This design comes from an exercise in tuning for a short achievable clock period and few clock cycles on the open sky130 flow, not from production work. Function was checked by simulation only, so behaviour that the tests miss may differ from the original. Power figures rest on the tool's default switching activity, not on a simulated workload.

File: flow/config.mk
export PLATFORM = sky130hd
export DESIGN_NAME = processor
export DESIGN_NICKNAME = processor
export VERILOG_FILES = /design/flow/design.v
export SDC_FILE = /design/flow/constraint.sdc
export NUM_CORES = 8
export LEC_CHECK = 0
export CAP_MARGIN = 20
export CORE_MARGIN = 2
export CORE_UTILIZATION = 50
export SLEW_MARGIN = 20
export SYNTH_HIERARCHICAL = 1
export SYNTH_MINIMUM_KEEP_SIZE = 0
File: flow/standard.sh
#!/bin/bash
# synth_recipe.tcl (not shown) runs the flow's synth.tcl, then flattens the netlist and writes it again
# the make line also repeats each setting of config.mk as NAME=value (left out here)
make -C /OpenROAD-flow-scripts/flow DESIGN_CONFIG=/design/flow/config.mk WORK_HOME=/design/flow/orfs CLKGATE_MAP_FILE= SYNTH_SCRIPT=/design/flow/synth_recipe.tcl "${@:-finish}"
File: flow/flow/run.sh
#!/bin/bash
# The standard ORFS layout (standard.sh), with timing repair aiming 7 ns
# below the 10 ns clock (SETUP_SLACK_MARGIN; the SDC is unchanged, the margin
# only sets how far repair_timing goes).
set -uo pipefail
export SETUP_SLACK_MARGIN=7.0
bash standard.sh > make_flow.log 2>&1
File: flow/design.v
`default_nettype none
package cpu_pkg;
    typedef logic [31:0] word_t;      
    typedef logic [31:0] addr_t;      
    typedef logic [4:0]  reg_idx_t;   
    localparam logic [5:0] OP_RTYPE = 6'h00;
    localparam logic [5:0] OP_J     = 6'h02;
    localparam logic [5:0] OP_BEQ   = 6'h04;
    localparam logic [5:0] OP_BNE   = 6'h05;
    localparam logic [5:0] OP_ADDIU = 6'h09;
    localparam logic [5:0] OP_ORI   = 6'h0d;
    localparam logic [5:0] OP_LW    = 6'h23;
    localparam logic [5:0] OP_SW    = 6'h2b;
    localparam logic [5:0] FN_ADDU = 6'h21;
    localparam logic [5:0] FN_SUBU = 6'h23;
    localparam logic [5:0] FN_AND  = 6'h24;
    localparam logic [5:0] FN_OR   = 6'h25;
    localparam logic [5:0] FN_SLT  = 6'h2a;
    localparam logic [31:0] RESET_PC = 32'h0000_0000;   
endpackage
`default_nettype wire
`default_nettype none
import cpu_pkg::*;
module fetch_stage (
    input  cpu_pkg::word_t ins,
    input  cpu_pkg::addr_t pc,            
    input  cpu_pkg::addr_t pc_plus4,
    output logic [4:0]  rs,
    output logic [4:0]  rt,
    output logic [4:0]  dst,
    output logic        wr,               
    output logic        uses_rs,
    output logic        uses_rt_e,        
    output logic        lw,
    output logic        lw0,              
    output logic        sw,
    output logic        beq,
    output logic        bne,
    output logic        j,
    output logic        addiu,
    output logic        br_r0,            
    output logic        use_imm,
    output logic [31:0] imm,              
    output logic [31:0] sx,               
    output logic [4:0]  alu_op,           
    output logic        pred,             
    output logic        redirect,         
    output cpu_pkg::addr_t target         
);
    logic [5:0] op, fn;
    logic [4:0] rd;
    assign op = ins[31:26];
    assign fn = ins[5:0];
    assign rs = ins[25:21];
    assign rt = ins[20:16];
    assign rd = ins[15:11];
    logic is_r, r_add, r_sub, r_and, r_or, r_slt, r_ok;
    logic ori;
    assign is_r  = (op == OP_RTYPE);
    assign r_add = is_r && fn == FN_ADDU;
    assign r_sub = is_r && fn == FN_SUBU;
    assign r_and = is_r && fn == FN_AND;
    assign r_or  = is_r && fn == FN_OR;
    assign r_slt = is_r && fn == FN_SLT;
    assign r_ok  = r_add | r_sub | r_and | r_or | r_slt;
    assign addiu = (op == OP_ADDIU);
    assign ori   = (op == OP_ORI);
    assign lw    = (op == OP_LW);
    assign sw    = (op == OP_SW);
    assign beq   = (op == OP_BEQ);
    assign bne   = (op == OP_BNE);
    assign j     = (op == OP_J);
    assign lw0   = lw && rs == 5'd0;
    assign br_r0 = (beq | bne) && rt == 5'd0;
    assign dst       = r_ok ? rd : rt;
    assign wr        = (r_ok | addiu | ori | lw) && dst != 5'd0;
    assign uses_rs   = r_ok | addiu | ori | lw | sw | beq | bne;
    assign uses_rt_e = r_ok | beq | bne;
    assign use_imm   = addiu | ori | lw | sw;
    assign sx        = {{16{ins[15]}}, ins[15:0]};
    assign imm       = ori ? {16'h0000, ins[15:0]} : sx;
    assign alu_op    = {r_slt, r_or | ori, r_and, r_sub, r_add | addiu | lw | sw};
    assign pred     = beq ? (rs == rt || ins[15]) : (rs != rt);
    assign redirect = j | ((beq | bne) & pred);
    logic [16:0] lo, lo_p, lo_cn;
    logic [13:0] pc_hi, hi_inc, hi_dec, hi_c1, hi_c0, j_hi;
    ks_add #(.W(17), .SUB(1'b0), .CIN(1'b1)) u_lo (
        .x({1'b0, pc[17:2]}), .y({1'b0, ins[15:0]}), .s(lo), .p0(lo_p), .cn(lo_cn));
    assign pc_hi  = pc[31:18];
    assign hi_inc = pc_hi + 14'd1;
    assign hi_dec = pc_hi - 14'd1;
    assign j_hi   = {pc_plus4[31:28], ins[25:16]};
    assign hi_c1  = j ? j_hi : ins[15] ? pc_hi : hi_inc;    
    assign hi_c0  = j ? j_hi : ins[15] ? hi_dec : pc_hi;
    genvar i;
    generate
        for (i = 0; i < 14; i++) begin : g_hi
            logic n1, n0;
            c_nand2 u_1 (.a(lo[16]), .b(hi_c1[i]), .y(n1));
            c_nand2 u_0 (.a(lo_cn[16]), .b(hi_c0[i]), .y(n0));
            c_nand2 u_h (.a(n1), .b(n0), .y(target[i+18]));
        end
        for (i = 0; i < 16; i++) begin : g_lo
            c_mux2 u (.a(lo[i]), .b(ins[i]), .s(j), .y(target[i+2]));
        end
    endgenerate
    assign target[1:0] = pc[1:0];
endmodule
module predict_unit (
    input  logic [5:0] op,
    input  logic [4:0] rs,
    input  logic [4:0] rt,
    input  logic       imm_neg,
    input  logic [4:0] d_dst,       
    input  logic       d_addiu_ok,  
    output logic       pred_z1,
    output logic       pred_z0,
    output logic       redir_z1,
    output logic       redir_z0
);
    logic beq, bne, j, same, loop_hit;
    assign beq      = (op == OP_BEQ);
    assign bne      = (op == OP_BNE);
    assign j        = (op == OP_J);
    assign same     = (rs == rt);
    assign loop_hit = d_addiu_ok && rt == 5'd0 && rs == d_dst;
    assign pred_z1  = beq ? (loop_hit || same || imm_neg) : (!loop_hit && !same);
    assign pred_z0  = beq ? (!loop_hit && (same || imm_neg)) : (loop_hit || !same);
    assign redir_z1 = j || ((beq || bne) && pred_z1);
    assign redir_z0 = j || ((beq || bne) && pred_z0);
endmodule
`default_nettype wire
`default_nettype none
module register_file (
    input  logic        clock,
    input  logic        rst_n,
    input  logic [31:0] rs_sel,
    input  logic [31:0] rt_sel,
    output logic [31:0] rs_data,
    output logic [31:0] rt_data,
    output logic [31:1] valid_next,    
    input  logic [4:0]  write_idx,
    input  logic [31:0] write_data,
    input  logic        write_en
);
    logic [31:1][31:0] regs;
    logic [31:0][31:0] rd;       
    logic [31:1]       valid;
    logic [31:1]       we;
    always_comb begin
        for (int i = 1; i < 32; i++) we[i] = write_en && write_idx == 5'(i);
        valid_next = valid | we;
        rd[0] = write_data;
        for (int i = 1; i < 32; i++) rd[i] = regs[i];
    end
    always_ff @(posedge clock or negedge rst_n) begin
        if (!rst_n) valid <= '0;
        else        valid <= valid_next;
    end
    always_ff @(posedge clock) begin
        for (int i = 1; i < 32; i++)
            if (we[i]) regs[i] <= write_data;
    end
    genvar b, k;
    generate
        for (b = 0; b < 32; b++) begin : g_bit
            logic [15:0] s1, t1;
            logic [3:0]  s2, t2;
            logic [1:0]  s3, t3;
            for (k = 0; k < 16; k++) begin : g_l1
                c_aoi22 u_s (.a1(rs_sel[2*k]), .a2(rd[2*k][b]), .b1(rs_sel[2*k+1]),
                             .b2(rd[2*k+1][b]), .y(s1[k]));
                c_aoi22 u_t (.a1(rt_sel[2*k]), .a2(rd[2*k][b]), .b1(rt_sel[2*k+1]),
                             .b2(rd[2*k+1][b]), .y(t1[k]));
            end
            for (k = 0; k < 4; k++) begin : g_l2
                c_nand4 u_s (.a(s1[4*k]), .b(s1[4*k+1]), .c(s1[4*k+2]), .d(s1[4*k+3]), .y(s2[k]));
                c_nand4 u_t (.a(t1[4*k]), .b(t1[4*k+1]), .c(t1[4*k+2]), .d(t1[4*k+3]), .y(t2[k]));
            end
            for (k = 0; k < 2; k++) begin : g_l3
                c_nor2 u_s (.a(s2[2*k]), .b(s2[2*k+1]), .y(s3[k]));
                c_nor2 u_t (.a(t2[2*k]), .b(t2[2*k+1]), .y(t3[k]));
            end
            c_nand2 u_s (.a(s3[0]), .b(s3[1]), .y(rs_data[b]));
            c_nand2 u_t (.a(t3[0]), .b(t3[1]), .y(rt_data[b]));
        end
    endgenerate
endmodule
`default_nettype wire
`default_nettype none
module c_inv (input logic a, output logic y);
    assign y = ~a;
endmodule
module c_nand2 (input logic a, input logic b, output logic y);
    assign y = ~(a & b);
endmodule
module c_nor2 (input logic a, input logic b, output logic y);
    assign y = ~(a | b);
endmodule
module c_xor2 (input logic a, input logic b, output logic y);
    assign y = a ^ b;
endmodule
module c_xnor2 (input logic a, input logic b, output logic y);
    assign y = ~(a ^ b);
endmodule
module c_andn (input logic a, input logic b, output logic y);
    assign y = ~a & b;
endmodule
module c_orn (input logic a, input logic b, output logic y);
    assign y = ~a | b;
endmodule
module c_aoi21 (input logic a1, input logic a2, input logic b, output logic y);
    assign y = ~((a1 & a2) | b);
endmodule
module c_oai21 (input logic a1, input logic a2, input logic b, output logic y);
    assign y = ~((a1 | a2) & b);
endmodule
module c_aoi22 (input logic a1, input logic a2, input logic b1, input logic b2,
                output logic y);
    assign y = ~((a1 & a2) | (b1 & b2));
endmodule
module c_aoi222 (input logic a1, input logic a2, input logic b1, input logic b2,
                 input logic c1, input logic c2, output logic y);
    assign y = ~((a1 & a2) | (b1 & b2) | (c1 & c2));
endmodule
module c_nand3 (input logic a, input logic b, input logic c, output logic y);
    assign y = ~(a & b & c);
endmodule
module c_nand4 (input logic a, input logic b, input logic c, input logic d, output logic y);
    assign y = ~(a & b & c & d);
endmodule
module c_nor4 (input logic a, input logic b, input logic c, input logic d, output logic y);
    assign y = ~(a | b | c | d);
endmodule
module c_mux2 (input logic a, input logic b, input logic s, output logic y);
    assign y = s ? b : a;
endmodule
module ks_add #(
    parameter int W   = 32,
    parameter bit SUB = 1'b0,
    parameter bit CIN = SUB,
    parameter bit INV = 1'b0
) (
    input  logic [W-1:0] x,
    input  logic [W-1:0] y,
    output logic [W-1:0] s,
    output logic [W-1:0] p0,
    output logic [W-1:0] cn
);
    logic [W-1:0] g0, t0;
    genvar i;
    generate
        for (i = 0; i < W; i++) begin : g_pg
            if (INV && !SUB) begin : g_ia            
                c_nor2  u_g (.a(x[i]), .b(y[i]), .y(g0[i]));
                c_nand2 u_t (.a(x[i]), .b(y[i]), .y(t0[i]));
                c_xor2  u_p (.a(x[i]), .b(y[i]), .y(p0[i]));
            end else if (INV && SUB) begin : g_is    
                c_andn  u_g (.a(x[i]), .b(y[i]), .y(g0[i]));
                c_orn   u_t (.a(x[i]), .b(y[i]), .y(t0[i]));
                c_xnor2 u_p (.a(x[i]), .b(y[i]), .y(p0[i]));
            end else if (!SUB) begin : g_ta          
                c_nand2 u_g (.a(x[i]), .b(y[i]), .y(g0[i]));
                c_nor2  u_t (.a(x[i]), .b(y[i]), .y(t0[i]));
                c_xor2  u_p (.a(x[i]), .b(y[i]), .y(p0[i]));
            end else begin : g_ts                    
                c_orn   u_g (.a(x[i]), .b(y[i]), .y(g0[i]));
                c_andn  u_t (.a(x[i]), .b(y[i]), .y(t0[i]));
                c_xnor2 u_p (.a(x[i]), .b(y[i]), .y(p0[i]));
            end
        end
    endgenerate
    ks_core #(.W(W), .CIN(CIN), .G0INV(!INV)) u_core (.g0(g0), .t0(t0), .p0(p0), .s(s), .cn(cn));
endmodule
module ks_core #(
    parameter int W     = 32,
    parameter bit CIN   = 1'b0,
    parameter bit G0INV = 1'b1
) (
    input  logic [W-1:0] g0,
    input  logic [W-1:0] t0,
    input  logic [W-1:0] p0,
    output logic [W-1:0] s,
    output logic [W-1:0] cn
);
    localparam int L = (W <= 2) ? 1 : (W <= 4) ? 2 : (W <= 8) ? 3 : (W <= 16) ? 4 : (W <= 32) ? 5 : 6;
    logic [L:0][W-1:0] gg;
    logic [L:0][W-1:0] tt;
    genvar i, k;
    generate
        for (i = 0; i < W; i++) begin : g_l0
            if (i == 0 && CIN) begin : g_cin
                assign gg[0][i] = t0[i];
            end else begin : g_nocin
                assign gg[0][i] = g0[i];
            end
            assign tt[0][i] = t0[i];
        end
        for (k = 1; k <= L; k++) begin : g_lvl
            localparam int  D      = 1 << (k - 1);
            localparam bit  IN_INV = G0INV ^ ((k - 1) % 2 == 1);   
            for (i = 0; i < W; i++) begin : g_bit
                if (i >= D) begin : g_node
                    if (!IN_INV) begin : g_t2i      
                        c_aoi21 u_g (.a1(tt[k-1][i]), .a2(gg[k-1][i-D]), .b(gg[k-1][i]),
                                     .y(gg[k][i]));
                        if (i >= 2 * D) begin : g_t
                            c_nand2 u_t (.a(tt[k-1][i]), .b(tt[k-1][i-D]), .y(tt[k][i]));
                        end else begin : g_not
                            assign tt[k][i] = 1'b0;
                        end
                    end else begin : g_i2t           
                        c_oai21 u_g (.a1(tt[k-1][i]), .a2(gg[k-1][i-D]), .b(gg[k-1][i]),
                                     .y(gg[k][i]));
                        if (i >= 2 * D) begin : g_t
                            c_nor2 u_t (.a(tt[k-1][i]), .b(tt[k-1][i-D]), .y(tt[k][i]));
                        end else begin : g_not
                            assign tt[k][i] = 1'b0;
                        end
                    end
                end else begin : g_pass
                    c_inv u_g (.a(gg[k-1][i]), .y(gg[k][i]));
                    assign tt[k][i] = 1'b0;
                end
            end
        end
        localparam bit OUT_INV = G0INV ^ (L % 2 == 1);
        if (CIN) begin : g_s0c
            c_inv u_s0 (.a(p0[0]), .y(s[0]));
        end else begin : g_s0
            assign s[0] = p0[0];
        end
        assign cn[0] = 1'b0;
        for (i = 1; i < W; i++) begin : g_sum
            if (OUT_INV) begin : g_inv
                assign cn[i] = gg[L][i-1];
                c_xnor2 u_s (.a(p0[i]), .b(gg[L][i-1]), .y(s[i]));
            end else begin : g_true
                c_inv u_c (.a(gg[L][i-1]), .y(cn[i]));
                c_xor2 u_s (.a(p0[i]), .b(gg[L][i-1]), .y(s[i]));
            end
        end
    endgenerate
endmodule
module execute_stage (
    input  logic [31:0] e_a,           
    input  logic [31:0] e_b,           
    input  logic [31:0] e_t,           
    input  logic [31:0] m_res,         
    input  logic [31:0] m_res2,        
    input  logic [31:0] ld,            
    input  logic [31:0] w_val,         
    input  logic [2:0]  fa,            
    input  logic [2:0]  fb,            
    input  logic [3:0]  fx,            
    input  logic [3:0]  ft,            
    input  logic [4:0]  op_n,
    input  logic [6:0]  op_l,
    input  logic [1:0]  op_ll,
    input  logic        addr_l,        
    output logic [31:0] result,        
    output logic [31:0] result2,       
    output logic [31:0] addr,          
    output logic [31:0] rt_val         
);
    logic [31:0] a, b, x;
    logic [31:0] s_add, s_sub, s_la, s_ls, s_lr;
    logic [31:0] p_add, p_sub, p_la, p_ls, p_lr;
    logic [31:0] c_add, c_sub, c_la, c_ls, c_lr;
    genvar i;
    generate
        for (i = 0; i < 32; i++) begin : g_fwd
            logic a0, a1, a2, b0, b1, b2, x0, x1, t0, t1;
            c_nand2  u_a0 (.a(fa[0]), .b(e_a[i]), .y(a0));
            c_nand2  u_a1 (.a(fa[1]), .b(m_res[i]), .y(a1));
            c_nand2  u_a2 (.a(fa[2]), .b(w_val[i]), .y(a2));
            c_nand3  u_a  (.a(a0), .b(a1), .c(a2), .y(a[i]));
            c_nand2  u_b0 (.a(fb[0]), .b(e_b[i]), .y(b0));
            c_nand2  u_b1 (.a(fb[1]), .b(m_res[i]), .y(b1));
            c_nand2  u_b2 (.a(fb[2]), .b(w_val[i]), .y(b2));
            c_nand3  u_b  (.a(b0), .b(b1), .c(b2), .y(b[i]));
            c_aoi22  u_x0 (.a1(fx[0]), .a2(e_a[i]), .b1(fx[1]), .b2(e_b[i]), .y(x0));
            c_aoi22  u_x1 (.a1(fx[2]), .a2(m_res[i]), .b1(fx[3]), .b2(w_val[i]), .y(x1));
            c_nand2  u_x  (.a(x0), .b(x1), .y(x[i]));
            c_aoi22  u_t0 (.a1(ft[0]), .a2(e_t[i]), .b1(ft[3]), .b2(w_val[i]), .y(t0));
            c_aoi22  u_t1 (.a1(ft[1]), .a2(m_res2[i]), .b1(ft[2]), .b2(ld[i]), .y(t1));
            c_nand2  u_t  (.a(t0), .b(t1), .y(rt_val[i]));
        end
    endgenerate
    ks_add #(.W(32), .SUB(1'b0)) u_add (.x(a),  .y(b),  .s(s_add), .p0(p_add), .cn(c_add));
    ks_add #(.W(32), .SUB(1'b1)) u_sub (.x(a),  .y(b),  .s(s_sub), .p0(p_sub), .cn(c_sub));
    logic [31:0] l_nand, l_nor, l_orn, l_andn;
    generate
        for (i = 0; i < 32; i++) begin : g_lpg
            c_nand2 u_a (.a(ld[i]), .b(x[i]), .y(l_nand[i]));
            c_nor2  u_o (.a(ld[i]), .b(x[i]), .y(l_nor[i]));
            c_orn   u_g (.a(ld[i]), .b(x[i]), .y(l_orn[i]));
            c_andn  u_t (.a(ld[i]), .b(x[i]), .y(l_andn[i]));
            c_xor2  u_p (.a(ld[i]), .b(x[i]), .y(p_la[i]));
            c_inv   u_q (.a(p_la[i]), .y(p_ls[i]));
        end
    endgenerate
    assign p_lr = p_ls;
    ks_core #(.W(32), .CIN(1'b0), .G0INV(1'b1)) u_la (.g0(l_nand), .t0(l_nor), .p0(p_la),
                                                      .s(s_la), .cn(c_la));
    ks_core #(.W(32), .CIN(1'b1), .G0INV(1'b1)) u_ls (.g0(l_orn), .t0(l_andn), .p0(p_ls),
                                                      .s(s_ls), .cn(c_ls));
    ks_core #(.W(32), .CIN(1'b1), .G0INV(1'b0)) u_lr (.g0(l_andn), .t0(l_orn), .p0(p_lr),
                                                      .s(s_lr), .cn(c_lr));
    logic pl31n, en_la, en_lb, en_n, slt_l_early;
    assign en_n  = op_n[4] & ~p_add[31];
    c_inv  u_pl   (.a(p_la[31]), .y(pl31n));
    assign en_la = op_l[6] & pl31n;
    assign en_lb = op_l[5] & pl31n;
    assign slt_l_early = p_la[31] & ((op_l[6] & ld[31]) | (op_l[5] & x[31]));
    logic addr_ln;
    c_inv u_aln (.a(addr_l), .y(addr_ln));
    generate
        for (i = 0; i < 32; i++) begin : g_res
            logic y_l1, y_l2, y_n, y_e, m_l, m_n;
            c_aoi22 u_yl1 (.a1(op_l[0]), .a2(s_la[i]), .b1(op_l[1]), .b2(s_ls[i]), .y(y_l1));
            c_nand2 u_yl2 (.a(op_l[2]), .b(s_lr[i]), .y(y_l2));
            c_aoi22 u_yn  (.a1(op_n[0]), .a2(s_add[i]), .b1(op_n[1]), .b2(s_sub[i]), .y(y_n));
            if (i == 0) begin : g_b0
                logic y_s, y_sn, y_ne;
                assign y_e = ~((op_n[2] & a[i] & b[i]) | (op_n[3] & (a[i] | b[i])) |
                               (op_l[3] & ~l_nand[i]) | (op_l[4] & ~l_nor[i]) |
                               slt_l_early | (op_n[4] & p_add[31] & a[31]));
                c_aoi22 u_ys  (.a1(en_la), .a2(c_ls[31]), .b1(en_lb), .b2(c_lr[31]), .y(y_s));
                c_nand2 u_ysn (.a(en_n), .b(c_sub[31]), .y(y_sn));
                assign y_ne = y_n & y_e & y_sn;
                c_nand4 u_r  (.a(y_l1), .b(y_l2), .c(y_ne), .d(y_s), .y(result[i]));
                c_nand4 u_r2 (.a(y_l1), .b(y_l2), .c(y_ne), .d(y_s), .y(result2[i]));
            end else begin : g_bn
                assign y_e = ~((op_n[2] & a[i] & b[i]) | (op_n[3] & (a[i] | b[i])) |
                               (op_l[3] & ~l_nand[i]) | (op_l[4] & ~l_nor[i]) |
                               (op_ll[0] & ld[i-1]));
                c_nand4 u_r  (.a(y_l1), .b(y_l2), .c(y_n), .d(y_e), .y(result[i]));
                c_nand4 u_r2 (.a(y_l1), .b(y_l2), .c(y_n), .d(y_e), .y(result2[i]));
            end
            c_nand2 u_ml (.a(addr_l), .b(s_la[i]), .y(m_l));
            c_nand2 u_mn (.a(addr_ln), .b(s_add[i]), .y(m_n));
            c_nand2 u_m  (.a(m_l), .b(m_n), .y(addr[i]));
        end
    endgenerate
endmodule
module sum_is_zero (
    input  logic [31:0] a,
    input  logic [31:0] b,
    output logic        z
);
    logic [31:0] x, o, e;
    logic [15:0] l1;
    logic [7:0]  l2;
    logic [3:0]  l3;
    logic [1:0]  l4;
    genvar i;
    generate
        for (i = 0; i < 32; i++) begin : g_e
            c_xor2 u_x (.a(a[i]), .b(b[i]), .y(x[i]));
            logic on;
            c_nor2 u_on (.a(a[i]), .b(b[i]), .y(on));
            c_inv  u_o  (.a(on), .y(o[i]));
            if (i == 0) begin : g_0
                assign e[i] = x[i];
            end else begin : g_i
                c_xor2 u_e (.a(x[i]), .b(o[i-1]), .y(e[i]));
            end
        end
        for (i = 0; i < 16; i++) begin : g_l1
            c_nor2 u (.a(e[2*i]), .b(e[2*i+1]), .y(l1[i]));
        end
        for (i = 0; i < 8; i++) begin : g_l2
            c_nand2 u (.a(l1[2*i]), .b(l1[2*i+1]), .y(l2[i]));
        end
        for (i = 0; i < 4; i++) begin : g_l3
            c_nor2 u (.a(l2[2*i]), .b(l2[2*i+1]), .y(l3[i]));
        end
        for (i = 0; i < 2; i++) begin : g_l4
            c_nand2 u (.a(l3[2*i]), .b(l3[2*i+1]), .y(l4[i]));
        end
    endgenerate
    c_nor2 u_z (.a(l4[0]), .b(l4[1]), .y(z));
endmodule
module cmp_half32 (
    input  logic [31:0] a,
    input  logic [31:0] b,
    output logic [3:0][1:0] half    
);
    logic [31:0] x;
    logic [15:0] l1;
    logic [7:0]  l2;
    logic [3:0]  l3;
    genvar i;
    generate
        for (i = 0; i < 32; i++) begin : g_x
            c_xnor2 u (.a(a[i]), .b(b[i]), .y(x[i]));
        end
        for (i = 0; i < 16; i++) begin : g_l1
            c_nand2 u (.a(x[2*i]), .b(x[2*i+1]), .y(l1[i]));
        end
        for (i = 0; i < 8; i++) begin : g_l2
            c_nor2 u (.a(l1[2*i]), .b(l1[2*i+1]), .y(l2[i]));
        end
        for (i = 0; i < 4; i++) begin : g_l3
            c_nand2 u (.a(l2[2*i]), .b(l2[2*i+1]), .y(l3[i]));
        end
        for (i = 0; i < 8; i++) begin : g_l4
            c_nor2 u (.a(l3[2*(i%2)]), .b(l3[2*(i%2)+1]), .y(half[i/2][i%2]));
        end
    endgenerate
endmodule
module cmp_eq32 (
    input  logic [31:0] a,
    input  logic [31:0] b,
    output logic        eq,
    output logic        ne
);
    logic [31:0] x;
    logic [15:0] l1;
    logic [7:0]  l2;
    logic [3:0]  l3;
    logic [1:0]  l4;
    genvar i;
    generate
        for (i = 0; i < 32; i++) begin : g_x
            c_xnor2 u (.a(a[i]), .b(b[i]), .y(x[i]));           
        end
        for (i = 0; i < 16; i++) begin : g_l1
            c_nand2 u (.a(x[2*i]), .b(x[2*i+1]), .y(l1[i]));    
        end
        for (i = 0; i < 8; i++) begin : g_l2
            c_nor2 u (.a(l1[2*i]), .b(l1[2*i+1]), .y(l2[i]));   
        end
        for (i = 0; i < 4; i++) begin : g_l3
            c_nand2 u (.a(l2[2*i]), .b(l2[2*i+1]), .y(l3[i]));  
        end
        for (i = 0; i < 2; i++) begin : g_l4
            c_nor2 u (.a(l3[2*i]), .b(l3[2*i+1]), .y(l4[i]));   
        end
    endgenerate
    c_nand2 u_ne (.a(l4[0]), .b(l4[1]), .y(ne));
    c_inv   u_eq (.a(ne), .y(eq));
endmodule
module branch_check (
    input  logic [31:0] e_a,
    input  logic [31:0] e_b,
    input  logic [31:0] m_res,
    input  logic [31:0] ld,
    input  logic [31:0] w_val,
    input  logic [5:0]  sel_eq,
    input  logic [5:0]  sel_ne,
    input  logic        sel_same,
    input  logic [2:0]  x_sel,
    input  logic        sel_l_eq,
    input  logic        sel_l_ne,
    output logic [3:0]  mis_if_leq,
    output logic [3:0]  mis_if_lne,
    output logic [7:0]  eq_l,
    output logic [7:0]  ne_l
);
    logic [5:0]  eq, ne;
    logic [31:0] x;
    logic [3:0][1:0] half;
    cmp_eq32 u_c0 (.a(e_a),   .b(e_b),   .eq(eq[0]), .ne(ne[0]));
    cmp_eq32 u_c1 (.a(e_a),   .b(m_res), .eq(eq[1]), .ne(ne[1]));
    cmp_eq32 u_c2 (.a(e_a),   .b(w_val), .eq(eq[2]), .ne(ne[2]));
    cmp_eq32 u_c3 (.a(m_res), .b(e_b),   .eq(eq[3]), .ne(ne[3]));
    cmp_eq32 u_c4 (.a(m_res), .b(w_val), .eq(eq[4]), .ne(ne[4]));
    cmp_eq32 u_c5 (.a(w_val), .b(e_b),   .eq(eq[5]), .ne(ne[5]));
    logic keep_eq, keep_ne;    
    assign keep_eq = !(sel_same || sel_l_eq);
    assign keep_ne = !(sel_same || sel_l_ne);
    genvar i;
    generate
        for (i = 0; i < 4; i++) begin : g_early
            logic [5:0] t;
            logic       u0, u1, e_n;
            for (genvar k = 0; k < 6; k++) begin : g_t
                c_aoi22 u (.a1(sel_eq[k]), .a2(eq[k]), .b1(sel_ne[k]), .b2(ne[k]), .y(t[k]));
            end
            c_nand3 u_0 (.a(t[0]), .b(t[1]), .c(t[2]), .y(u0));
            c_nand3 u_1 (.a(t[3]), .b(t[4]), .c(t[5]), .y(u1));
            c_nor2  u_e (.a(u0), .b(u1), .y(e_n));      
            c_nand2 u_q (.a(e_n), .b(keep_eq), .y(mis_if_leq[i]));
            c_nand2 u_r (.a(e_n), .b(keep_ne), .y(mis_if_lne[i]));
        end
    endgenerate
    assign x = ({32{x_sel[0]}} & e_a) | ({32{x_sel[1]}} & e_b) | ({32{x_sel[2]}} & w_val);
    cmp_half32 u_cl (.a(ld), .b(x), .half(half));
    generate
        for (i = 0; i < 8; i++) begin : g_out
            logic eq_n;
            c_nand2 u_ne (.a(half[i/2][0]), .b(half[i/2][1]), .y(ne_l[i]));
            c_nand2 u_en (.a(half[i/2][0]), .b(half[i/2][1]), .y(eq_n));
            c_inv   u_eq (.a(eq_n), .y(eq_l[i]));
        end
    endgenerate
endmodule
`default_nettype wire
`default_nettype none
import cpu_pkg::*;
module processor (
    input  logic  clock,
    input  logic  rst_n,
    output cpu_pkg::addr_t fetch_address,
    input  cpu_pkg::word_t instruction,
    output cpu_pkg::addr_t memory_address,
    output logic  memory_read,
    output logic  memory_write,
    output cpu_pkg::word_t memory_write_data,
    input  cpu_pkg::word_t memory_read_data
);
    logic [31:0] pc;                  
    logic        d_valid;
    logic [4:0]  d_rs, d_rt, d_dst;
    logic        d_wr, d_lw, d_sw, d_beq, d_bne, d_use_imm, d_addiu;
    logic [31:0] d_imm;
    logic [4:0]  d_op;
    logic        d_pred, d_redirect;
    logic [31:0] d_tgt;
    logic [31:0] d_rs_sel, d_rt_sel;   
    logic [31:0] e_a, e_b, e_t;
    logic [2:0]  e_fa, e_fb;
    logic [3:0]  e_fx, e_ft;
    logic [4:0]  e_op_n;
    logic [6:0]  e_op_l;
    logic [1:0]  e_op_ll;
    logic        e_addr_l;
    logic        e_wr, e_load, e_store;
    logic [5:0]  e_mis_eq, e_mis_ne;   
    logic        e_mis_same, e_mis_l_eq, e_mis_l_ne;
    logic [2:0]  e_x_sel;
    logic [4:0]  e_dst;
    logic [31:0] e_alt;                
    logic [31:0] m_res, m_res2, m_addr, m_wdata;    
    logic        m_wr, m_load, m_rd, m_store;
    logic [4:0]  m_dst;
    logic [31:0] w_val;                
    logic [31:0] w_rf;                 
    logic        w_wr;
    logic [4:0]  w_dst;
    logic [31:0] pc_plus4;
    assign pc_plus4      = pc + 32'd4;
    logic [31:0] pc_out;               
    assign fetch_address = pc_out;
    logic [4:0]  f_rs, f_rt, f_dst, f_op;
    logic        f_wr, f_uses_rs, f_uses_rt_e, f_lw, f_lw0, f_sw, f_beq, f_bne, f_use_imm;
    logic        f_j, f_addiu, f_br_r0;
    logic [31:0] f_imm, f_sx, f_tgt;
    logic        f_pred_static, f_redirect_static, f_pred, f_redirect;
    fetch_stage fetch_stage_inst (
        .ins       (instruction),
        .pc        (pc),
        .pc_plus4  (pc_plus4),
        .rs        (f_rs),
        .rt        (f_rt),
        .dst       (f_dst),
        .wr        (f_wr),
        .uses_rs   (f_uses_rs),
        .uses_rt_e (f_uses_rt_e),
        .lw        (f_lw),
        .lw0       (f_lw0),
        .sw        (f_sw),
        .beq       (f_beq),
        .bne       (f_bne),
        .j         (f_j),
        .addiu     (f_addiu),
        .br_r0     (f_br_r0),
        .use_imm   (f_use_imm),
        .imm       (f_imm),
        .sx        (f_sx),
        .alu_op    (f_op),
        .pred      (f_pred_static),
        .redirect  (f_redirect_static),
        .target    (f_tgt)
    );
    logic        n_rs_byp, n_rt_byp;
    logic [31:0] n_rs_sel, n_rt_sel;
    logic [31:1] rf_valid_next;
    assign n_rs_byp = m_wr && m_dst == f_rs;
    assign n_rt_byp = m_wr && m_dst == f_rt;
    always_comb begin
        n_rs_sel[0] = n_rs_byp;
        n_rt_sel[0] = n_rt_byp;
        for (int i = 1; i < 32; i++) begin
            n_rs_sel[i] = (f_rs == 5'(i)) && !n_rs_byp && rf_valid_next[i];
            n_rt_sel[i] = (f_rt == 5'(i)) && !n_rt_byp && rf_valid_next[i];
        end
    end
    logic       mispredict;
    logic [3:0] mis_if_leq, mis_if_lne;
    logic [7:0] eq_l, ne_l;       
    logic [31:0] rs_val, rt_val_d;
    register_file register_file_inst (
        .clock      (clock),
        .rst_n      (rst_n),
        .rs_sel     (d_rs_sel),
        .rt_sel     (d_rt_sel),
        .rs_data    (rs_val),
        .rt_data    (rt_val_d),
        .valid_next (rf_valid_next),
        .write_idx  (w_dst),
        .write_data (~w_rf),
        .write_en   (w_wr)
    );
    logic e_hit_rs, e_hit_rt;
    logic a_r, a_m, a_l, a_w, b_r, b_m, b_l, b_w;
    assign e_hit_rs = e_wr && e_dst == d_rs;
    assign e_hit_rt = e_wr && e_dst == d_rt;
    assign a_m = e_hit_rs && !e_load;
    assign a_l = e_hit_rs && e_load;
    assign a_w = !e_hit_rs && m_wr && m_dst == d_rs;
    assign a_r = !e_hit_rs && !a_w;
    assign b_m = e_hit_rt && !e_load;
    assign b_l = e_hit_rt && e_load;
    assign b_w = !e_hit_rt && m_wr && m_dst == d_rt;
    assign b_r = !e_hit_rt && !b_w;
    logic bl, only_a, only_b, both_l, none_l;
    logic op_add, op_sub, op_and, op_or, op_slt;
    assign {op_slt, op_or, op_and, op_sub, op_add} = d_op;
    assign bl     = b_l && !d_use_imm;
    assign none_l = !a_l && !bl;
    assign only_a = a_l && !bl;
    assign only_b = !a_l && bl;
    assign both_l = a_l && bl;
    logic       mis_if_eq, mis_if_ne;
    logic [5:0] pair;
    logic [2:0] x_sel;
    assign pair  = {a_w && b_r,
                    (a_m && b_w) || (a_w && b_m),
                    a_m && b_r,
                    a_r && b_w,
                    a_r && b_m,
                    a_r && b_r};
    assign x_sel = {(a_l && b_w) || (a_w && b_l), a_l && b_r, a_r && b_l};
    assign mis_if_eq = d_valid && (d_beq ? !d_pred : d_bne && d_pred);
    assign mis_if_ne = d_valid && (d_beq ? d_pred : d_bne && !d_pred);
    logic ai_zero, pred_z1, pred_z0, redir_z1, redir_z0;
    sum_is_zero sum_is_zero_inst (.a(rs_val), .b(d_imm), .z(ai_zero));
    predict_unit predict_unit_inst (
        .op         (instruction[31:26]),
        .rs         (f_rs),
        .rt         (f_rt),
        .imm_neg    (instruction[15]),
        .d_dst      (d_dst),
        .d_addiu_ok (d_valid && d_addiu && d_wr && a_r),
        .pred_z1    (pred_z1),
        .pred_z0    (pred_z0),
        .redir_z1   (redir_z1),
        .redir_z0   (redir_z0)
    );
    logic ai_nz, pq1, pq0, rq1, rq0;
    c_inv   u_nz  (.a(ai_zero), .y(ai_nz));
    c_nand2 u_pq1 (.a(ai_zero), .b(pred_z1), .y(pq1));
    c_nand2 u_pq0 (.a(ai_nz), .b(pred_z0), .y(pq0));
    c_nand2 u_pr  (.a(pq1), .b(pq0), .y(f_pred));
    c_nand2 u_rq1 (.a(ai_zero), .b(redir_z1), .y(rq1));
    c_nand2 u_rq0 (.a(ai_nz), .b(redir_z0), .y(rq0));
    c_nand2 u_rr  (.a(rq1), .b(rq0), .y(f_redirect));
    logic [31:0] pc_seq, pc_alt;
    assign pc_seq = !rst_n ? RESET_PC : (d_valid && d_redirect) ? d_tgt : pc_plus4;
    assign pc_alt = !rst_n ? RESET_PC : e_alt;
    always_ff @(posedge clock or negedge rst_n) begin
        if (!rst_n) begin
            d_valid <= 1'b0;
        end else begin
            d_valid <= !mispredict;
        end
    end
    logic [31:0] pc_next, pc_out_next;
    genvar gi;
    generate
        for (gi = 0; gi < 32; gi++) begin : g_pc
            logic p1, p0, n1, n0;
            c_mux2 u_p1 (.a(pc_seq[gi]), .b(pc_alt[gi]), .s(mis_if_leq[gi / 8]), .y(p1));
            c_mux2 u_p0 (.a(pc_seq[gi]), .b(pc_alt[gi]), .s(mis_if_lne[gi / 8]), .y(p0));
            c_nand2 u_1 (.a(eq_l[gi / 4]), .b(p1), .y(n1));
            c_nand2 u_0 (.a(ne_l[gi / 4]), .b(p0), .y(n0));
            c_nand2 u_p (.a(n1), .b(n0), .y(pc_next[gi]));
            c_nand2 u_o (.a(n1), .b(n0), .y(pc_out_next[gi]));
        end
    endgenerate
    always_ff @(posedge clock) begin
        pc     <= pc_next;
        pc_out <= pc_out_next;
    end
    always_ff @(posedge clock) begin
        d_rs       <= f_rs;
        d_rt       <= f_rt;
        d_dst      <= f_dst;
        d_wr       <= f_wr;
        d_lw       <= f_lw;
        d_sw       <= f_sw;
        d_beq      <= f_beq;
        d_bne      <= f_bne;
        d_addiu    <= f_addiu;
        d_use_imm  <= f_use_imm;
        d_imm      <= f_imm;
        d_op       <= f_op;
        d_pred     <= f_pred;
        d_redirect <= f_redirect;
        d_tgt      <= f_tgt;
        d_rs_sel   <= n_rs_sel;
        d_rt_sel   <= n_rt_sel;
    end
    always_ff @(posedge clock or negedge rst_n) begin
        if (!rst_n) begin
            e_wr    <= 1'b0;
            e_load  <= 1'b0;
            e_store <= 1'b0;
        end else begin
            e_wr    <= d_valid && d_wr;
            e_load  <= d_valid && d_lw;
            e_store <= d_valid && d_sw;
        end
    end
    always_ff @(posedge clock) begin
        e_a        <= rs_val;
        e_b        <= d_use_imm ? d_imm : rt_val_d;
        e_t        <= rt_val_d;
        e_fa       <= a_l ? 3'b000 : {a_w, a_m, a_r};
        e_fb       <= d_use_imm ? 3'b001 : b_l ? 3'b000 : {b_w, b_m, b_r};
        e_fx       <= only_a ? {!d_use_imm && b_w, !d_use_imm && b_m, d_use_imm || b_r, 1'b0}
                             : only_b ? {a_w, a_m, 1'b0, a_r} : 4'b0000;
        e_ft       <= {b_w, b_l, b_m, b_r};
        e_op_n     <= {5{none_l}} & d_op;
        e_op_l     <= {only_a && op_slt, only_b && op_slt,
                       ((only_a || only_b) && op_or) || (both_l && (op_and || op_or)),
                       (only_a || only_b) && op_and, only_b && op_sub, only_a && op_sub,
                       (only_a || only_b) && op_add};
        e_op_ll    <= {1'b0, both_l && op_add};    
        e_addr_l   <= only_a;
        e_mis_eq   <= {6{mis_if_eq}} & pair;
        e_mis_ne   <= {6{mis_if_ne}} & pair;
        e_x_sel    <= x_sel;
        e_mis_l_eq <= mis_if_eq && (|x_sel);
        e_mis_l_ne <= mis_if_ne && (|x_sel);
        e_mis_same <= mis_if_eq && ((a_m && b_m) || (a_l && b_l) || (a_w && b_w));
        e_dst      <= d_dst;
        e_alt      <= d_pred ? pc_plus4 : d_tgt;
    end
    logic [31:0] alu_result, alu_result2, alu_addr, rt_fwd;
    execute_stage execute_stage_inst (
        .e_a    (e_a),
        .e_b    (e_b),
        .e_t    (e_t),
        .m_res  (m_res),
        .ld     (memory_read_data),
        .w_val  (w_val),
        .fa     (e_fa),
        .fb     (e_fb),
        .fx     (e_fx),
        .ft     (e_ft),
        .op_n   (e_op_n),
        .op_l   (e_op_l),
        .op_ll  (e_op_ll),
        .addr_l (e_addr_l),
        .m_res2  (m_res2),
        .result (alu_result),
        .result2 (alu_result2),
        .addr   (alu_addr),
        .rt_val (rt_fwd)
    );
    branch_check branch_check_inst (
        .e_a        (e_a),
        .e_b        (e_b),
        .m_res      (m_res2),
        .ld         (memory_read_data),
        .w_val      (w_val),
        .sel_eq     (e_mis_eq),
        .sel_ne     (e_mis_ne),
        .sel_same   (e_mis_same),
        .x_sel      (e_x_sel),
        .sel_l_eq   (e_mis_l_eq),
        .sel_l_ne   (e_mis_l_ne),
        .mis_if_leq (mis_if_leq),
        .mis_if_lne (mis_if_lne),
        .eq_l       (eq_l),
        .ne_l       (ne_l)
    );
    assign mispredict = eq_l[0] ? mis_if_leq[0] : mis_if_lne[0];
    always_ff @(posedge clock or negedge rst_n) begin
        if (!rst_n) begin
            m_wr    <= 1'b0;
            m_load  <= 1'b0;
            m_store <= 1'b0;
        end else begin
            m_wr    <= e_wr;
            m_load  <= e_load;
            m_store <= e_store;
        end
    end
    always_ff @(posedge clock) begin
        m_res   <= alu_result;
        m_res2  <= alu_result2;
        m_addr  <= alu_addr;
        m_rd    <= e_load;
        m_wdata <= rt_fwd;
        m_dst   <= e_dst;
    end
    assign memory_address    = m_addr;
    assign memory_read       = m_rd;
    assign memory_write      = m_store;
    assign memory_write_data = m_wdata;
    always_ff @(posedge clock or negedge rst_n) begin
        if (!rst_n) begin
            w_wr <= 1'b0;
        end else begin
            w_wr <= m_wr;
        end
    end
    logic [31:0] w_val_in, w_rf_in;
    generate
        for (gi = 0; gi < 32; gi++) begin : g_wv
            c_mux2 u_v (.a(m_res2[gi]), .b(memory_read_data[gi]), .s(m_load), .y(w_val_in[gi]));
            c_inv  u_r (.a(w_val_in[gi]), .y(w_rf_in[gi]));
        end
    endgenerate
    always_ff @(posedge clock) begin
        w_val <= w_val_in;
        w_rf  <= w_rf_in;
        w_dst <= m_dst;
    end
endmodule
`default_nettype wire
File: flow/constraint.sdc
create_clock -name core_clock -period 10.0 [get_ports {clock}]
set_input_delay 2.0000 -clock core_clock [delete_from_list [all_inputs] [get_ports {clock}]]
set_output_delay 2.0000 -clock core_clock [all_outputs]
set_load 0.01 [all_outputs]
==> results of run 1 <==
## layer usage
layer,vias to the layer above,routed length (um),GRT usage
li1,30600,-,-
met2,4481,156000,0.576
met4,10,21300,0.192
met1,36400,147000,0.531
met5,-,74,0
met3,993,42600,0.116
## cell usage in the layout, fill, tap and decap left out, types with 54 or more instances in the layout
cell type  count
o21ai_4       54
o21ai_0       54
nor2b_4       62
xnor2_1      323
dfxtp_2      169
o21ai_2      130
a21oi_1       74
nand4_1      335
clkbuf_16    186
and3_1       105
buf_4        247
xor2_1       321
nand2_1     1072
buf_6         94
nor2_4       171
mux2_4       112
o21ai_1      188
a21oi_2      256
nand3_1       74
nor2_1       434
inv_1        379
nand2_2       89
a22oi_2     1241
dfxtp_1      397
buf_2         64
nor2_2       126
edfxtp_1     992
## worst max path at each step
stage / start / to / slack, ns / cells past startpoint
final: m_addr[31] / memory_address[31] / 6.63 / 1
after detailed placement: memory_read_data[23] / pc_out[30] / 5.11 / 9
after global routing: m_addr[31] / memory_address[31] / 6.60 / 1
after global placement: memory_read_data[23] / pc_out[30] / 5.11 / 9
after floorplan: instruction[19] / d_redirect / 6.61 / 8
after CTS: m_addr[31] / memory_address[31] / 6.59 / 1
## area by class of cell
cell class / count / share of cell area
repair inverters: 1 / 0.0000706
flip-flops and latches: 1634 / 0.406
clock buffers: 238 / 0.0470
multi-input cells: 5784 / 0.449
well taps: 2340 / 0.0275
diodes: 7 / 0.000165
inverters: 399 / 0.0142
clock inverters: 96 / 0.0101
repair buffers: 497 / 0.0462
## power breakdown
part	internal, mW	leakage, nW	switching (mW)
logic	0.465	20.7	0.943
registers	7.17	13.4	0.107
clock network	3.95	2.96	2.87
## metrics by stage
step / util / std cells / hold WS, ns / power (mW) / worst slack, ns
finish: 0.605 / 11000 / 0.363 / 15.5 / 6.63
global route: 0.605 / 11000 / 0.374 / 15.9 / 6.60
CTS: 0.589 / 10900 / 0.364 / 15.4 / 6.59
detailed placement: 0.539 / 10500 / 0.355 / 8.66 / 5.11
global placement: 0.539 / 10500 / 0.353 / 8.65 / 5.11
floorplan: - / 7948 / 0.331 / 8.15 / 6.61
## what timing repair did
| item | CTS | global route |
|---|---|---|
| resized for setup | 1168 | 555 |
| cloned | 7 | 4 |
| setup buffers | 79 | 82 |
| setup endpoints to repair | 352 | 337 |
| endpoints found under the hold margin | 0 | 0 |
| pin swaps | 60 | 160 |
==> reports/summary.txt, run 1 <==
Routed WL -> 367,000 um
Clk sinks -> 1,634
Crit path largest cell delay -> 0.41 ns
Leakage -> 37.1 nW
Worst R2R Start -> e_fa[0]
Antenna Nets Post-Route -> 0
Setup Skew -> 0.0438 ns
CTS tree -> done
FF/Latch Area -> 0.0432 sq mm
Die H -> 424 um
Final setup TNS -> 0 ns
Peak VDD IR -> 0.000201 V
Slew HR -> 0.246
FP Rows -> 154
Reg-to-Reg End -> m_res2[28]
Max-cap viol count -> 0
Crit Path Class -> flop to output pin
Gr usage total -> 0.394
Minimum clock period -> 3.37 ns
Actual slew at the worst max-slew pin -> 1.13 ns
Count of final setup violators -> 0
Worst-Skew Late Latency -> 0.87 ns
Final Hold Vio Count -> 0
Clk Tree Root Cell -> clkbuf_16
DRT Pass-1 Iters -> 10
Count of pins over their slew limit -> 0
Vias in the first global route -> 69,000
HPWL Detailed -> 240,000 um
Clock-pin slew on the worst setup and hold paths -> 0.06 ns
Final nets -> 8,569
Placement Cell Area -> 0.0948 sq mm
Final global-route overflow total -> 0
H-tree levels -> 4
# IOs -> 164
Buffers & Inverters on Critical Path -> 1
Max reg flops -> 992
Fin crit share -> 0.337
Top delay family on crit path -> flip-flops
Vias per cell -> 6.60
Synthesis-to-layout area growth -> 20.6%
Initial core utilization -> 0.502
Initial antenna violation count -> 17
CP Cell Sequence -> buf_6
HP Class -> flop to flop
# DRC -> 0
Critical Path Start Type -> flop
Routed via count -> 72,600
Fill count -> 14,600
Endpoint type of the worst setup path -> output pin
Post-cts hold buffer count -> 0
Core Region -> 0.176 sq mm
WP data required -> 8.00 ns
Cells after Synth -> 7,947
Worst Hold Path EP -> e_dst[4]
Multi-input gate area -> 0.0477 sq mm
RSZ-0062 raised after global routing -> true
# port buffers -> 163
Cts bufs inserted -> 179
Crit-path slowest cell -> dfxtp_4
Routed WL per cell -> 33.3 um
Power Density -> 146 mW/mm^2
Status -> no timing/DRC/antenna violations
Global-route wire length before repair -> 506,000 um
Pin count of the biggest net entering global routing -> 80
Hold path depth -> 0
CP arrival -> 1.37 ns
Hold_sp -> d_dst[4]
Syn avg cell area -> 11.1 sq um
Reg2Reg Depth -> 13
Share of layout cells above drive strength 1 -> 0.409
CP max FO -> 1
Initial DRC count -> 9,470
Post-synthesis cell area -> 0.0882 sq mm
DIE AREA -> 0.180 sq mm
Maximum root-to-sink buffer count -> 3
Largest Register -> register_file_inst.regs
Worst reg-to-reg setup slack -> 6.89 ns
Synth warn -> 8
GP Congestion -> 1.05
Maximum clock frequency -> 297 MHz
DIE WIDTH -> 424 um
Design area -> 0.106 sq mm
Testbench counts, summed over its fixed seeds: cycles 34,950.
==> run 2: changes to the inputs <==
==> flow/flow/run.sh (replaced) <==
#!/bin/bash
# The standard ORFS layout (standard.sh), with timing repair aiming 7 ns
# below the 10 ns clock (SETUP_SLACK_MARGIN; the SDC is unchanged, the margin
# only sets how far repair_timing goes), and clock tree sinks clustered in
# groups of at most 30 within 80 um.
set -uo pipefail
export SETUP_SLACK_MARGIN=7.0
export CTS_ARGS="-sink_clustering_enable -repair_clock_nets -sink_clustering_size 30 -sink_clustering_max_diameter 80"
bash standard.sh > make_flow.log 2>&1
==> reports/summary.txt, run 2 <==
Antenna Nets Post-Route -> 0
Maximum clock frequency -> 303 MHz
Power Density -> 131 mW/mm^2
Crit Path Class -> flop to output pin
RSZ-0062 raised after global routing -> true
Initial DRC count -> 9,336
Initial core utilization -> 0.502
Cts bufs inserted -> 104
Vias per cell -> 6.61
Post-synthesis cell area -> 0.0882 sq mm
Setup Skew -> 0.0822 ns
Final setup TNS -> 0 ns
CP Cell Sequence -> buf_6
H-tree levels -> 3
CP max FO -> 1
Peak VDD IR -> 0.000148 V
Final Hold Vio Count -> 0
Worst-Skew Late Latency -> 0.82 ns
Initial antenna violation count -> 12
DRT Pass-1 Iters -> 9
Final nets -> 8,503
GP Congestion -> 1.05
Global-route wire length before repair -> 503,000 um
Largest Register -> register_file_inst.regs
Routed WL per cell -> 33.5 um
Met3 WL post-DR -> 42,600 um
Critical Path Start Type -> flop
Crit path largest cell delay -> 0.41 ns
Clk Tree Root Cell -> clkbuf_16
DIE AREA -> 0.180 sq mm
M1 wire length -> 145,000 um
Max-cap viol count -> 0
Status -> no timing/DRC/antenna violations
HP Class -> flop to flop
Pin count of the biggest net entering global routing -> 80
# port buffers -> 163
Fill count -> 14,800
Fin crit share -> 0.330
Cells after Synth -> 7,947
Hold WS -> 0.369 ns
FP Rows -> 154
Count of final setup violators -> 0
CP arrival -> 1.30 ns
Top delay family on crit path -> flip-flops
Syn avg cell area -> 11.1 sq um
Actual slew at the worst max-slew pin -> 1.12 ns
Final setup margin -> 6.70 ns
Core Region -> 0.176 sq mm
Vias in the first global route -> 68,100
WP data required -> 8.00 ns
Leakage -> 36.0 nW
# DRC -> 0
Minimum clock period -> 3.30 ns
Gr usage total -> 0.391
Most frequent cells in the layout -> a22oi_2 (1,241), nand2_1 (1,062), edfxtp_1 (992)
Routed via count -> 71,800
Routed WL -> 364,000 um
# IOs -> 164
Maximum root-to-sink buffer count -> 3
Endpoint type of the worst setup path -> output pin
Pre-CTS setup slack -> 5.11 ns
DIE WIDTH -> 424 um
Clock-pin slew on the worst setup and hold paths -> 0.09 ns
Post-cts hold buffer count -> 0
Clk sinks -> 1,634
Crit-path slowest cell -> dfxtp_4
Synth warn -> 8
Count of pins over their slew limit -> 0
Max reg flops -> 992
HPWL Detailed -> 240,000 um
Slew HR -> 0.256
CTS tree -> done
Top Metal Used -> met5
Most common cell after layout, fill and taps aside -> a22oi_2
Multi-input gate area -> 0.0478 sq mm
Met2 wire length -> 155,000 um
Buffers & Inverters on Critical Path -> 1
Final global-route overflow total -> 0
Synthesis-to-layout area growth -> 18.2%
FF/Latch Area -> 0.0432 sq mm
Die H -> 424 um
Share of layout cells above drive strength 1 -> 0.408
-- run 2: area by class of cell --
cell class,instances,share of cell area
Clock inverter,89,0.0117
Sequential cell,1634,0.414
Tap cell,2340,0.0281
Multi-Input combinational cell,5784,0.459
Antenna cell,8,0.000192
Timing Repair Buffer,506,0.0471
Inverter,399,0.0145
Timing Repair inverter,1,0.0000720
Clock buffer,108,0.0256
-- run 2: metrics by stage --
stage | power [mW] | area, sq um | utilization | std cells
2_1_floorplan | 8.15 | 89400 | - | 7948
3_3_place_gp | 8.65 | 94800 | 0.539 | 10500
3_5_place_dp | 8.66 | 94800 | 0.539 | 10500
4_1_cts | 13.6 | 102000 | 0.580 | 10800
5_1_grt | 14.0 | 104000 | 0.593 | 10900
6_report | 13.7 | 104000 | 0.593 | 10900
-- run 2: power by group --
part           internal [mW]  leakage (nW)  switching (mW)
sequential              7.16          13.4           0.106
combinational          0.462          20.7           0.945
clock                   2.19          1.86            2.82
total                   9.82          36.0            3.87
-- run 2: metal layers --
metal | vias to the layer above | global-route usage
li1 | 30500 | -
met1 | 36000 | 0.531
met2 | 4440 | 0.574
met3 | 959 | 0.108
met4 | 10 | 0.188
met5 | - | 0.00699
-- run 2: worst paths after layout --
check                            startpoint                  to  slack (ns)  cells after the start
worst min-delay path               d_dst[4]            e_dst[4]        0.37                      0
max in group asynchronous             rst_n              m_load        8.03                      2
worst min register to register     d_dst[4]            e_dst[4]        0.37                      0
worst max-delay path             m_addr[31]  memory_address[31]        6.70                      1
worst max register to register  d_rs_sel[8]          d_redirect        6.78                     16
min in group asynchronous             rst_n             d_valid        1.04                      1
-- run 2: timing repair --
action,CTS,global route
gates cloned,5,3
pin swaps,94,133
setup buffers,98,75
resized for setup,1294,443
setup endpoints to repair,358,339

separate check: timing with driven ports:
The results above use ideal ports. As a check the final layouts listed here were re-extracted and re-timed, cells and wires unchanged. Step 1, drivers: a clkbuf_16 drives clock and a buf_2 each remaining input, both assumed. Step 2 moves the port delays by t, midway between the first and last clock arrival at a register: inputs arrive t later, outputs are due t later. That takes back most of the time a late clock gives input paths. Three values: ideal ports, drivers, drivers and shift; two values: the first two.
run | t (ns) | setup WS [ns] | worst hold slack (ns) | slew at the worst register clock pin (ns) | worst data-port slew with drivers (ns)
run 1 | 0.930 | 6.629 / 6.542 / 5.981 | 0.363 / 0.363 / 0.363 | 0.07 / 0.07 | 0.06
run 2 | 0.882 | 6.699 / 6.603 / 5.966 | 0.369 / 0.369 / 0.369 | 0.11 / 0.11 | 0.07
After both steps every run listed still meets setup and hold. For run 2, which loses most, drivers alone change the setup slack by -0.096 ns; drivers and shift together by -0.733 ns.
